Context: an optimization exercise on an open-source flow, tuned for small area, a short achievable clock period and few clock cycles per item. The choices shown serve that exercise and are no tape-out recipe. Only simulation tests tie the RTL to the original design; equivalence was not proved. Power and IR drop assume default switching activity.

`flow/constraint.sdc`:
```
create_clock -name core_clock -period 6.5 [get_ports {clk}]
set_input_delay 1.3000 -clock core_clock [delete_from_list [all_inputs] [get_ports {clk}]]
set_output_delay 1.3000 -clock core_clock [all_outputs]
set_load 0.01 [all_outputs]
```
`flow/design.v`:
```
`default_nettype none
package wbcc_pkg;
    localparam int SLOTS_DEF   = 16;
    localparam int ID_BITS_DEF = 32;
    localparam int MOD_DIGITS = 4;
    localparam logic [4:0] ACTIVE_RESET = 5'd16;
    localparam logic [2:0] KIND_GET         = 3'd0;
    localparam logic [2:0] KIND_CLAIM       = 3'd1;
    localparam logic [2:0] KIND_DIRTY_ID    = 3'd2;
    localparam logic [2:0] KIND_DIRTY_SLOT  = 3'd3;
    localparam logic [2:0] KIND_FLUSH_ID    = 3'd4;
    localparam logic [2:0] KIND_FLUSH_SLOT  = 3'd5;
    localparam logic [2:0] KIND_FLUSH_ALL   = 3'd6;
    localparam logic [2:0] KIND_UNUSED      = 3'd7;
    localparam logic [1:0] CMD_WRITEBACK = 2'd0;
    localparam logic [1:0] CMD_READ      = 2'd1;
    localparam logic [1:0] CMD_STATUS    = 2'd2;
    typedef struct packed {
        logic [2:0]  kind;
        logic [31:0] block_id;
        logic [3:0]  slot_index;
        logic        writeback_fails;
        logic        read_fails;
    } t_item;
    typedef struct packed {
        logic [1:0]  command;
        logic [3:0]  slot_out;
        logic [31:0] block_out;
        logic        failed;
        logic        hit;
        logic        last;
    } t_result;
    typedef enum logic [2:0] {
        ST_IDLE,
        ST_SEARCH,
        ST_WAIT,
        ST_VICTIM,
        ST_READ,
        ST_STATUS
    } t_state;
endpackage
`default_nettype wire
`default_nettype none
module wbcc_cell
#(
    parameter int ID_BITS = wbcc_pkg::ID_BITS_DEF
) (
    input  wire logic               i_clk,
    input  wire logic               i_rst_n,
    input  wire logic               i_shift,
    input  wire logic [ID_BITS-1:0] i_tag,
    input  wire logic               i_valid,
    input  wire logic               i_dirty,
    output logic      [ID_BITS-1:0] o_tag,
    output logic                    o_valid,
    output logic                    o_dirty
);
    logic [ID_BITS-1:0] r_tag;
    logic               r_valid;
    logic               r_dirty;
    always_ff @(posedge i_clk) begin
        if (!i_rst_n) begin
            r_valid <= 1'b0;
            r_dirty <= 1'b0;
        end else if (i_shift) begin
            r_valid <= i_valid;
            r_dirty <= i_dirty;
        end
    end
    always_ff @(posedge i_clk) begin
        if (i_shift) begin
            r_tag <= i_tag;
        end
    end
    assign o_tag   = r_tag;
    assign o_valid = r_valid;
    assign o_dirty = r_dirty;
endmodule
`default_nettype wire
`default_nettype none
module wbcc_mod
#(
    parameter int ID_BITS = wbcc_pkg::ID_BITS_DEF,
    parameter int SLOTS   = wbcc_pkg::SLOTS_DEF
) (
    input  wire logic                         i_clk,
    input  wire logic                         i_rst_n,
    input  wire logic                         i_start,
    input  wire logic [ID_BITS-1:0]           i_dividend,
    input  wire logic [$clog2(SLOTS+1)-1:0]   i_divisor,
    output logic                              o_done,
    output logic      [$clog2(SLOTS+1)-1:0]   o_rem
);
    localparam int CW    = $clog2(SLOTS + 1);
    localparam int STEPS = (ID_BITS + wbcc_pkg::MOD_DIGITS - 1) / wbcc_pkg::MOD_DIGITS;
    localparam int PADW  = STEPS * wbcc_pkg::MOD_DIGITS;
    localparam int SW    = $clog2(STEPS + 1);
    logic [PADW-1:0] r_sh;
    logic [CW-1:0]   r_rem;
    logic [CW-1:0]   r_div;
    logic [SW-1:0]   r_cnt;
    logic            r_busy;
    logic            r_done;
    logic [CW-1:0]   n_rem;
    always_comb begin
        logic [CW:0] t;
        n_rem = r_rem;
        for (int j = 0; j < wbcc_pkg::MOD_DIGITS; j++) begin
            t = {n_rem, r_sh[PADW-1-j]};
            if (t >= {1'b0, r_div}) begin
                t = t - {1'b0, r_div};
            end
            n_rem = t[CW-1:0];
        end
    end
    always_ff @(posedge i_clk) begin
        if (!i_rst_n) begin
            r_busy <= 1'b0;
            r_done <= 1'b0;
            r_cnt  <= '0;
        end else if (i_start) begin
            r_busy <= 1'b1;
            r_done <= 1'b0;
            r_cnt  <= SW'(STEPS);
        end else if (r_busy) begin
            r_cnt <= r_cnt - 1'b1;
            if (r_cnt == SW'(1)) begin
                r_busy <= 1'b0;
                r_done <= 1'b1;
            end
        end
    end
    always_ff @(posedge i_clk) begin
        if (i_start) begin
            r_sh  <= PADW'(i_dividend);
            r_div <= i_divisor;
            r_rem <= '0;
        end else if (r_busy) begin
            r_sh  <= r_sh << wbcc_pkg::MOD_DIGITS;
            r_rem <= n_rem;
        end
    end
    assign o_done = r_done;
    assign o_rem  = r_rem;
endmodule
`default_nettype wire
`default_nettype none
module writeback_block_cache_controller_core
#(
    parameter int SLOTS   = wbcc_pkg::SLOTS_DEF,
    parameter int ID_BITS = wbcc_pkg::ID_BITS_DEF
) (
    input  wire logic       i_clk,
    input  wire logic       i_rst_n,
    input  wire logic       start,
    output logic            busy,
    input  wire wbcc_pkg::t_item      i_item,
    output logic            o_res_valid,
    output wbcc_pkg::t_result         o_res,
    input  wire logic       i_cfg_valid,
    output logic            o_cfg_ready,
    input  wire logic [4:0] i_cfg_data
);
    localparam int CW = $clog2(SLOTS + 1);
    localparam int XW = (CW > 5) ? CW : 5;
    wbcc_pkg::t_state             r_state;
    wbcc_pkg::t_state             n_state;
    logic [CW-1:0]      r_ptr, n_ptr;
    logic               r_found, n_found;
    logic [CW-1:0]      r_fidx, n_fidx;
    logic               r_failed, n_failed;
    logic               r_rd_pend, n_rd_pend;
    wbcc_pkg::t_result            r_res;
    wbcc_pkg::t_result            n_res;
    logic               r_res_v, n_res_v;
    logic [4:0]         r_active;
    logic [2:0]         r_kind;
    logic [31:0]        r_echo;
    logic [ID_BITS-1:0] r_id;
    logic [3:0]         r_sidx;
    logic               r_wfail;
    logic               r_rfail;
    logic [CW-1:0]      r_nact;
    logic [CW-1:0]      nact_in;
    logic               accept;
    logic               shift;
    logic               in_range;
    logic               id_match;
    logic               slot_match;
    logic               pass_end;
    logic               is_id_kind;
    logic               is_dirty_kind;
    logic               mod_done;
    logic [CW-1:0]      mod_rem;
    logic [ID_BITS-1:0] c_tag   [SLOTS];
    logic               c_valid [SLOTS];
    logic               c_dirty [SLOTS];
    logic [ID_BITS-1:0] n_head_tag;
    logic               n_head_valid;
    logic               n_head_dirty;
    assign accept      = start && !busy;
    assign busy        = (r_state != wbcc_pkg::ST_IDLE);
    assign o_cfg_ready = 1'b1;
    always_comb begin
        if (r_active == 5'd0) begin
            nact_in = CW'(1);
        end else if (XW'(r_active) > XW'(SLOTS)) begin
            nact_in = CW'(SLOTS);
        end else begin
            nact_in = CW'(r_active);
        end
    end
    always_ff @(posedge i_clk) begin
        if (!i_rst_n) begin
            r_active <= wbcc_pkg::ACTIVE_RESET;
        end else if (i_cfg_valid && o_cfg_ready) begin
            r_active <= i_cfg_data;
        end
    end
    always_ff @(posedge i_clk) begin
        if (accept) begin
            r_kind  <= i_item.kind;
            r_echo  <= i_item.block_id;
            r_id    <= ID_BITS'(i_item.block_id);
            r_sidx  <= i_item.slot_index;
            r_wfail <= i_item.writeback_fails;
            r_rfail <= i_item.read_fails;
            r_nact  <= nact_in;
        end
    end
    wbcc_mod #(
        .ID_BITS (ID_BITS),
        .SLOTS   (SLOTS)
    ) u_mod (
        .i_clk      (i_clk),
        .i_rst_n    (i_rst_n),
        .i_start    (accept),
        .i_dividend (ID_BITS'(i_item.block_id)),
        .i_divisor  (nact_in),
        .o_done     (mod_done),
        .o_rem      (mod_rem)
    );
    for (genvar k = 0; k < SLOTS; k++) begin : g_cell
        if (k == SLOTS - 1) begin : g_tail
            wbcc_cell #(.ID_BITS(ID_BITS)) u_cell (
                .i_clk   (i_clk),
                .i_rst_n (i_rst_n),
                .i_shift (shift),
                .i_tag   (n_head_tag),
                .i_valid (n_head_valid),
                .i_dirty (n_head_dirty),
                .o_tag   (c_tag[k]),
                .o_valid (c_valid[k]),
                .o_dirty (c_dirty[k])
            );
        end else begin : g_body
            wbcc_cell #(.ID_BITS(ID_BITS)) u_cell (
                .i_clk   (i_clk),
                .i_rst_n (i_rst_n),
                .i_shift (shift),
                .i_tag   (c_tag[k+1]),
                .i_valid (c_valid[k+1]),
                .i_dirty (c_dirty[k+1]),
                .o_tag   (c_tag[k]),
                .o_valid (c_valid[k]),
                .o_dirty (c_dirty[k])
            );
        end
    end
    assign in_range      = (r_ptr < r_nact);
    assign id_match      = in_range && c_valid[0] && (c_tag[0] == r_id);
    assign slot_match    = in_range && c_valid[0] && (XW'(r_ptr) == XW'(r_sidx));
    assign pass_end      = (r_ptr == CW'(SLOTS - 1));
    assign is_id_kind    = (r_kind == wbcc_pkg::KIND_DIRTY_ID) || (r_kind == wbcc_pkg::KIND_FLUSH_ID);
    assign is_dirty_kind = (r_kind == wbcc_pkg::KIND_DIRTY_ID) || (r_kind == wbcc_pkg::KIND_DIRTY_SLOT);
    always_comb begin
        n_state      = r_state;
        n_ptr        = r_ptr;
        n_found      = r_found;
        n_fidx       = r_fidx;
        n_failed     = r_failed;
        n_rd_pend    = r_rd_pend;
        n_res        = r_res;
        n_res_v      = 1'b0;
        shift        = 1'b0;
        n_head_tag   = c_tag[0];
        n_head_valid = c_valid[0];
        n_head_dirty = c_dirty[0];
        unique case (r_state)
            wbcc_pkg::ST_IDLE: begin
                if (accept) begin
                    n_ptr     = '0;
                    n_found   = 1'b0;
                    n_fidx    = '0;
                    n_failed  = 1'b0;
                    n_rd_pend = 1'b0;
                    n_state   = (i_item.kind == wbcc_pkg::KIND_UNUSED) ? wbcc_pkg::ST_STATUS : wbcc_pkg::ST_SEARCH;
                end
            end
            wbcc_pkg::ST_SEARCH: begin
                shift = 1'b1;
                n_ptr = pass_end ? '0 : r_ptr + 1'b1;
                case (r_kind)
                    wbcc_pkg::KIND_GET, wbcc_pkg::KIND_CLAIM: begin
                        if (id_match && !r_found) begin
                            n_found = 1'b1;
                            n_fidx  = r_ptr;
                        end
                    end
                    wbcc_pkg::KIND_DIRTY_ID, wbcc_pkg::KIND_FLUSH_ID, wbcc_pkg::KIND_DIRTY_SLOT, wbcc_pkg::KIND_FLUSH_SLOT: begin
                        if (is_id_kind ? (id_match && !r_found) : slot_match) begin
                            n_found = 1'b1;
                            n_fidx  = r_ptr;
                            if (is_dirty_kind) begin
                                n_head_dirty = 1'b1;
                            end else if (c_dirty[0]) begin
                                n_res_v = 1'b1;
                                n_res   = {wbcc_pkg::CMD_WRITEBACK, 4'(r_ptr), 32'(c_tag[0]),
                                    1'b0, 1'b0, 1'b0};
                                if (r_wfail) begin
                                    n_failed = 1'b1;
                                end else begin
                                    n_head_dirty = 1'b0;
                                end
                            end
                        end
                    end
                    wbcc_pkg::KIND_FLUSH_ALL: begin
                        if (in_range && !r_failed && c_valid[0] && c_dirty[0]) begin
                            n_res_v = 1'b1;
                            n_res   = {wbcc_pkg::CMD_WRITEBACK, 4'(r_ptr), 32'(c_tag[0]),
                                    1'b0, 1'b0, 1'b0};
                            if (r_wfail) begin
                                n_failed = 1'b1;
                                n_fidx   = r_ptr;
                            end else begin
                                n_head_dirty = 1'b0;
                            end
                        end
                    end
                    default: begin
                    end
                endcase
                if (pass_end) begin
                    if (((r_kind == wbcc_pkg::KIND_GET) || (r_kind == wbcc_pkg::KIND_CLAIM)) && !n_found) begin
                        n_state = mod_done ? wbcc_pkg::ST_VICTIM : wbcc_pkg::ST_WAIT;
                    end else begin
                        n_state = wbcc_pkg::ST_STATUS;
                    end
                end
            end
            wbcc_pkg::ST_WAIT: begin
                if (mod_done) begin
                    n_state = wbcc_pkg::ST_VICTIM;
                end
            end
            wbcc_pkg::ST_VICTIM: begin
                shift = 1'b1;
                n_ptr = pass_end ? '0 : r_ptr + 1'b1;
                if (r_ptr == mod_rem) begin
                    n_fidx = r_ptr;
                    if (c_valid[0] && c_dirty[0]) begin
                        n_res_v = 1'b1;
                        n_res   = {wbcc_pkg::CMD_WRITEBACK, 4'(r_ptr), 32'(c_tag[0]),
                                    1'b0, 1'b0, 1'b0};
                    end
                    if (r_kind == wbcc_pkg::KIND_CLAIM) begin
                        n_head_tag   = r_id;
                        n_head_valid = 1'b1;
                        n_head_dirty = 1'b1;
                    end else if (c_valid[0] && c_dirty[0] && r_wfail) begin
                        n_failed = 1'b1;
                    end else begin
                        n_rd_pend    = 1'b1;
                        n_head_dirty = 1'b0;
                        if (r_rfail) begin
                            n_failed = 1'b1;
                        end else begin
                            n_head_tag   = r_id;
                            n_head_valid = 1'b1;
                        end
                    end
                end
                if (pass_end) begin
                    n_state = n_rd_pend ? wbcc_pkg::ST_READ : wbcc_pkg::ST_STATUS;
                end
            end
            wbcc_pkg::ST_READ: begin
                n_res_v = 1'b1;
                n_res   = {wbcc_pkg::CMD_READ, 4'(r_fidx), 32'(r_id),
                            1'b0, 1'b0, 1'b0};
                n_state = wbcc_pkg::ST_STATUS;
            end
            wbcc_pkg::ST_STATUS: begin
                n_res_v = 1'b1;
                n_res.command   = wbcc_pkg::CMD_STATUS;
                n_res.block_out = r_echo;
                n_res.failed    = r_failed;
                n_res.last      = 1'b1;
                if ((r_kind == wbcc_pkg::KIND_DIRTY_SLOT) || (r_kind == wbcc_pkg::KIND_FLUSH_SLOT)) begin
                    n_res.slot_out = r_sidx;
                end else begin
                    n_res.slot_out = 4'(r_fidx);
                end
                if ((r_kind == wbcc_pkg::KIND_FLUSH_ALL) || (r_kind == wbcc_pkg::KIND_UNUSED)) begin
                    n_res.hit = 1'b0;
                end else begin
                    n_res.hit = r_found;
                end
                n_state = wbcc_pkg::ST_IDLE;
            end
            default: begin
                n_state = wbcc_pkg::ST_IDLE;
            end
        endcase
    end
    always_ff @(posedge i_clk) begin
        if (!i_rst_n) begin
            r_state   <= wbcc_pkg::ST_IDLE;
            r_ptr     <= '0;
            r_found   <= 1'b0;
            r_fidx    <= '0;
            r_failed  <= 1'b0;
            r_rd_pend <= 1'b0;
            r_res_v   <= 1'b0;
        end else begin
            r_state   <= n_state;
            r_ptr     <= n_ptr;
            r_found   <= n_found;
            r_fidx    <= n_fidx;
            r_failed  <= n_failed;
            r_rd_pend <= n_rd_pend;
            r_res_v   <= n_res_v;
        end
    end
    always_ff @(posedge i_clk) begin
        r_res <= n_res;
    end
    assign o_res_valid = r_res_v;
    assign o_res       = r_res;
endmodule
`default_nettype wire
`default_nettype none
module wbcc_top (
    input  wire        clk,
    input  wire        rst_n,
    input  wire        start,
    output wire        busy,
    input  wire [2:0]  item_kind,
    input  wire [31:0] item_block_id,
    input  wire [3:0]  item_slot,
    input  wire        item_wb_fail,
    input  wire        item_rd_fail,
    output wire        res_valid,
    output wire [1:0]  res_command,
    output wire [3:0]  res_slot,
    output wire [31:0] res_block,
    output wire        res_failed,
    output wire        res_hit,
    output wire        res_last,
    input  wire        cfg_valid,
    output wire        cfg_ready,
    input  wire [4:0]  cfg_data
);
    wbcc_pkg::t_item   item;
    wbcc_pkg::t_result res;
    assign item.kind            = item_kind;
    assign item.block_id        = item_block_id;
    assign item.slot_index      = item_slot;
    assign item.writeback_fails = item_wb_fail;
    assign item.read_fails      = item_rd_fail;
    writeback_block_cache_controller_core u_core (
        .i_clk       (clk),
        .i_rst_n     (rst_n),
        .start       (start),
        .busy        (busy),
        .i_item      (item),
        .o_res_valid (res_valid),
        .o_res       (res),
        .i_cfg_valid (cfg_valid),
        .o_cfg_ready (cfg_ready),
        .i_cfg_data  (cfg_data)
    );
    assign res_command = res.command;
    assign res_slot    = res.slot_out;
    assign res_block   = res.block_out;
    assign res_failed  = res.failed;
    assign res_hit     = res.hit;
    assign res_last    = res.last;
endmodule
`default_nettype wire
```
`flow/config.mk`:
```
export PLATFORM = sky130hd
export DESIGN_NAME = wbcc_top
export DESIGN_NICKNAME = wbcc_top
export VERILOG_FILES = /design/flow/design.v
export SDC_FILE = /design/flow/constraint.sdc
export NUM_CORES = 4
export LEC_CHECK = 0
export CAP_MARGIN = 20
export CORE_MARGIN = 2
export CORE_UTILIZATION = 40
export SLEW_MARGIN = 20
```
`flow/run.sh`:
```
#!/bin/bash
# synth_recipe.tcl (not shown) runs the flow's synth.tcl, then flattens the netlist and writes it again
# the make line also repeats each setting of config.mk as NAME=value (left out here)
make -C /OpenROAD-flow-scripts/flow DESIGN_CONFIG=/design/flow/config.mk WORK_HOME=/design/flow/orfs CLKGATE_MAP_FILE= SYNTH_SCRIPT=/design/flow/synth_recipe.tcl finish
```
==> flow_summary.json <==
{
  "max-slew-margin-rel": 0.272,
  "synth_compound_area_frac": 0.0386,
  "ys_seq_elements": 694,
  "die_y_um": 252,
  "intPower_mw": 9.63,
  "drive_above_1_share": 0.134,
  "cellLeakagePower_nw": 10.2,
  "synthXorXnorAreaFrac": 0.0195,
  "fin_nets": 1698,
  "netlist.area_leader.share": 0.767,
  "critPathArrivalTime_ns": 6.75,
  "yosysMostFrequentCell": "edfxtp_1",
  "reg2reg_to": "u_core.u_mod.r_rem[0]",
  "rr_startpoint": "u_core.u_mod.r_sh[31]",
  "cpMostUsedCell": "buf_4",
  "yosys.area_share.simple": 0.0660,
  "dr.pass1.iters": 7,
  "cp.depth": 31,
  "hpwl_um": 28600,
  "die_area_um2": 63700,
  "cp_slowest_cell": "or3_4",
  "hold_start": "u_core.g_cell[15].g_tail.u_cell.r_tag[2]",
  "io_buffer_count": 92,
  "yosys.area_share.adder": 0.0180,
  "ys_top_cells_by_count": "edfxtp_1, nand2_1, dfxtp_1",
  "muxShareOfSynthArea": 0.0249,
  "cp_max_fo": 6,
  "start_kind": "register",
  "first_iter_violations": 1000,
  "cts_root_buf": "clkbuf_16",
  "netlist_instances": 1443,
  "hold_viol": 0,
  "worst_ep_required_time_ns": 7.05,
  "hp-class": "register to register",
  "holdPathEnd": "u_core.g_cell[14].g_body.u_cell.r_tag[2]",
  "core_area_um2": 61400,
  "path_clk_slew_ns": 0.06,
  "crit_buf_inv": 9,
  "vias_per_cell": 4.95,
  "totalWireLength_um": 47100,
  "pin_count": 94,
  "seqPwrFrac": 0.450,
  "critPathMaxStageDelay_ns": 0.39,
  "cellPowerDensity_nw_per_um2": 450,
  "clockPowerShare": 0.309,
  "critPathTopFamily": "compound AO/OA/AOI/OAI gates",
  "worst_pin_slew_ns": 1.09,
  "status": "timing/DRC/antenna clean",
  "comb_power_share": 0.241,
  "reg2reg_depth": 31,
  "synth_top_cell_by_area": "edfxtp_1",
  "numCtsBuffers": 73,
  "seq_area_frac_synth": 0.819,
  "r2r_slack_ns": 0.30,
  "setup_viol": 0,
  "diodes": 0,
  "vias": 12200,
  "drv_slew": 0,
  "die_w_um": 252,
  "synth_area_leaders": "edfxtp_1, dfxtp_1, nand2_1, mux2_2, ha_1",
  "synth_top_family_by_area": "simple AND/OR/NAND/NOR gates",
  "wl_per_cell_um": 19.1,
  "grt_pass1_vias": 11800,
  "min_path_cells": 0,
  "ys_types": 63,
  "ys_async_sr_fraction": 0,
  "grt_use_total": 0.148,
  "total_power_mw": 13.2,
  "floorplan.initialDensity": 0.402,
  "clk_latency_ns": 0.61,
  "ctsHtreeMaxLevel": 3,
  "p_sw_mw": 3.57,
  "switching_share": 0.270,
  "worst_clock_skew_ns": 0.0227,
  "peakVddDrop_v": 0.000374,
  "synth_area_per_cell_um2": 17.1,
  "critical_path_class": "register to register",
  "max_cap_violations": 0,
  "grt_max_degree": 192,
  "cts_num_sinks": 694,
  "yosysWarningCount": 6,
  "fmax_ghz": 0.161,
  "globalplace.congestion": 0.822,
  "ctsLongestPathBuffers": 3,
  "fin_tns_setup_ns": 0,
  "synth_edf_count": 630,
  "antenna_found_initial": 1,
  "row_count": 91,
  "area_growth_pct": 18.7,
  "num-fill-cells": 5089,
  "drc": 0,
  "syn-cell-area_um2": 24700,
  "cts_tree": "yes",
  "min_period_ns": 6.20,
  "end_kind": "register",
  "period_share": 0.954,
  "grt_pass1_wl_um": 71200,
  "overflow": 0,
  "synth_top_flop_cell": "edfxtp_1",
  "syn_nets": 1526,
  "postRouteAntennaNets": 0
}
## metal layers
metal  global-route usage  up-vias  routed length, um
met5                    0        -                 16
met4               0.0517        2               1120
met3               0.0319       88               2520
met2                0.220      300              20800
met1                0.217     6115              22600
li1                     -     5677                  -
## kinds of logic (layout without fill, tap and decap cells)
kind of cell,count (synthesis),after routing
AOI/OAI and AO/OA,141,141
buffers and inverters,84,313
xor gates and xnor gates,55,55
and+or+nand+nor,379,379
adders and majority gates,33,33
DFF,694,694
other,1,1
muxes,56,56
## worst reg2reg max path: cells and delay by family, from the launching register on
family / cells / cell delay [ns]
AO/OA/AOI/OAI: 7 / 1.28
adder cells (fa/ha/maj): 5 / 1.26
buffers and inverters: 9 / 0.97
flip-flops: 1 / 0.38
multiplexers: 4 / 1.05
AND/OR/NAND/NOR: 6 / 1.22
## final cells by class
| type | instances | area, um^2 | share of cell area |
|---|---|---|---|
| clock inverters | 39 | 430 | 0.0147 |
| repair buffers | 150 | 1380 | 0.0472 |
| well taps | 790 | 988 | 0.0337 |
| inverters | 31 | 125 | 0.00427 |
| flip-flops and latches | 694 | 20200 | 0.690 |
| clock buffers | 93 | 1930 | 0.0660 |
| multi-input cells | 665 | 4230 | 0.144 |
## flip-flops by register name, summed over array words and instances (netlist names), 3 cells and up
signal	flops
u_core.r_ptr	5
u_core.g_cell.g_body.u_cell.r_tag	480
u_core.r_kind	3
u_core.u_mod.r_cnt	4
u_core.r_state	3
u_core.g_cell.g_body.u_cell.r_valid	15
u_core.u_mod.r_sh	32
u_core.g_cell.g_tail.u_cell.r_tag	32
u_core.u_mod.r_rem	5
u_core.g_cell.g_body.u_cell.r_dirty	15
u_core.r_res	40
u_core.r_sidx	4
u_core.r_nact	5
u_core.r_active	5
u_core.r_echo	32
u_core.r_fidx	4
## per-stage QoR
stage | std cells | util | cell area [um^2] | hold slack (ns) | setup slack [ns]
2_1_floorplan | 1443 | - | 24700 | 0.400 | 0.230
3_3_place_gp | 2327 | 0.437 | 26800 | 0.403 | -0.189
3_5_place_dp | 2327 | 0.437 | 26800 | 0.405 | -0.323
4_1_cts | 2460 | 0.476 | 29200 | 0.401 | 0.0491
5_1_grt | 2462 | 0.477 | 29300 | 0.405 | -0.114
6_report | 2462 | 0.477 | 29300 | 0.404 | 0.298
## what timing repair did
item	CTS	global route
hold buffers	0	0
gates resized for setup	8	15
buffers inserted	1	2
endpoints found under the setup margin	5	5
pin swaps	0	2
## power groups by stage
| stage | sequential, mW | clock, mW | combinational, mW |
|---|---|---|---|
| final | 5.94 | 4.07 | 3.18 |
| after global routing | 6.00 | 4.37 | 3.54 |
| after CTS | 5.94 | 4.20 | 3.07 |
| after detailed placement | 6.02 | 0 | 2.95 |
| after global placement | 6.00 | 0 | 2.96 |
| after floorplan | 6.02 | 0 | 1.86 |
## cell usage in the layout, fill, tap and decap left out, types with 28 or more instances in the layout
cell | netlist | routed
edfxtp_1 | 630 | 630
nand2_1 | 269 | 268
clkdlybuf4s50_1 | 0 | 92
clkbuf_16 | 0 | 74
dfxtp_1 | 64 | 64
buf_4 | 2 | 56
xor2_1 | 37 | 37
mux2_2 | 38 | 36
a21boi_0 | 34 | 32
ha_1 | 29 | 29
inv_1 | 29 | 28
## worst max-delay path by stage
stage                     slack, ns                     to                  start
final                          0.30  u_core.u_mod.r_rem[0]  u_core.u_mod.r_sh[31]
after CTS                      0.05  u_core.u_mod.r_rem[0]  u_core.u_mod.r_sh[31]
after global routing          -0.11  u_core.u_mod.r_rem[0]       u_core.r_nact[1]
after global placement        -0.19  u_core.u_mod.r_rem[1]  u_core.u_mod.r_sh[31]
after floorplan                0.23  u_core.u_mod.r_rem[0]       u_core.r_nact[1]
after detailed placement      -0.32  u_core.u_mod.r_rem[1]  u_core.u_mod.r_sh[31]
Testbench counts, summed over its fixed seeds: cycles 120,425, items 5,120.

## port drivers added, routing unchanged
The results above use ideal ports. As a check the final layout listed here was re-extracted and re-timed, cells and wires unchanged. Step 1: set_driving_cell puts a clkbuf_16 on clk and a buf_2 on each other input, an assumption about the parent block. Step 2 moves the port delays by t, midway between the first and last clock arrival at a register: inputs arrive t later, outputs are due t later. That takes back most of the time a late clock gives input paths. Three values: no drivers, after step 1, after step 2; two values: the first two.
shift t [ns]: 0.663
setup slack, ns: 0.298 / 0.298 / 0.298
clock arrival spread, ns: 0.025 / 0.024
worst data-port slew with drivers (ns): 0.10
After both steps this run still meets setup and hold. For this run, drivers alone change the setup slack by 0.000 ns; drivers and shift together by 0.000 ns.
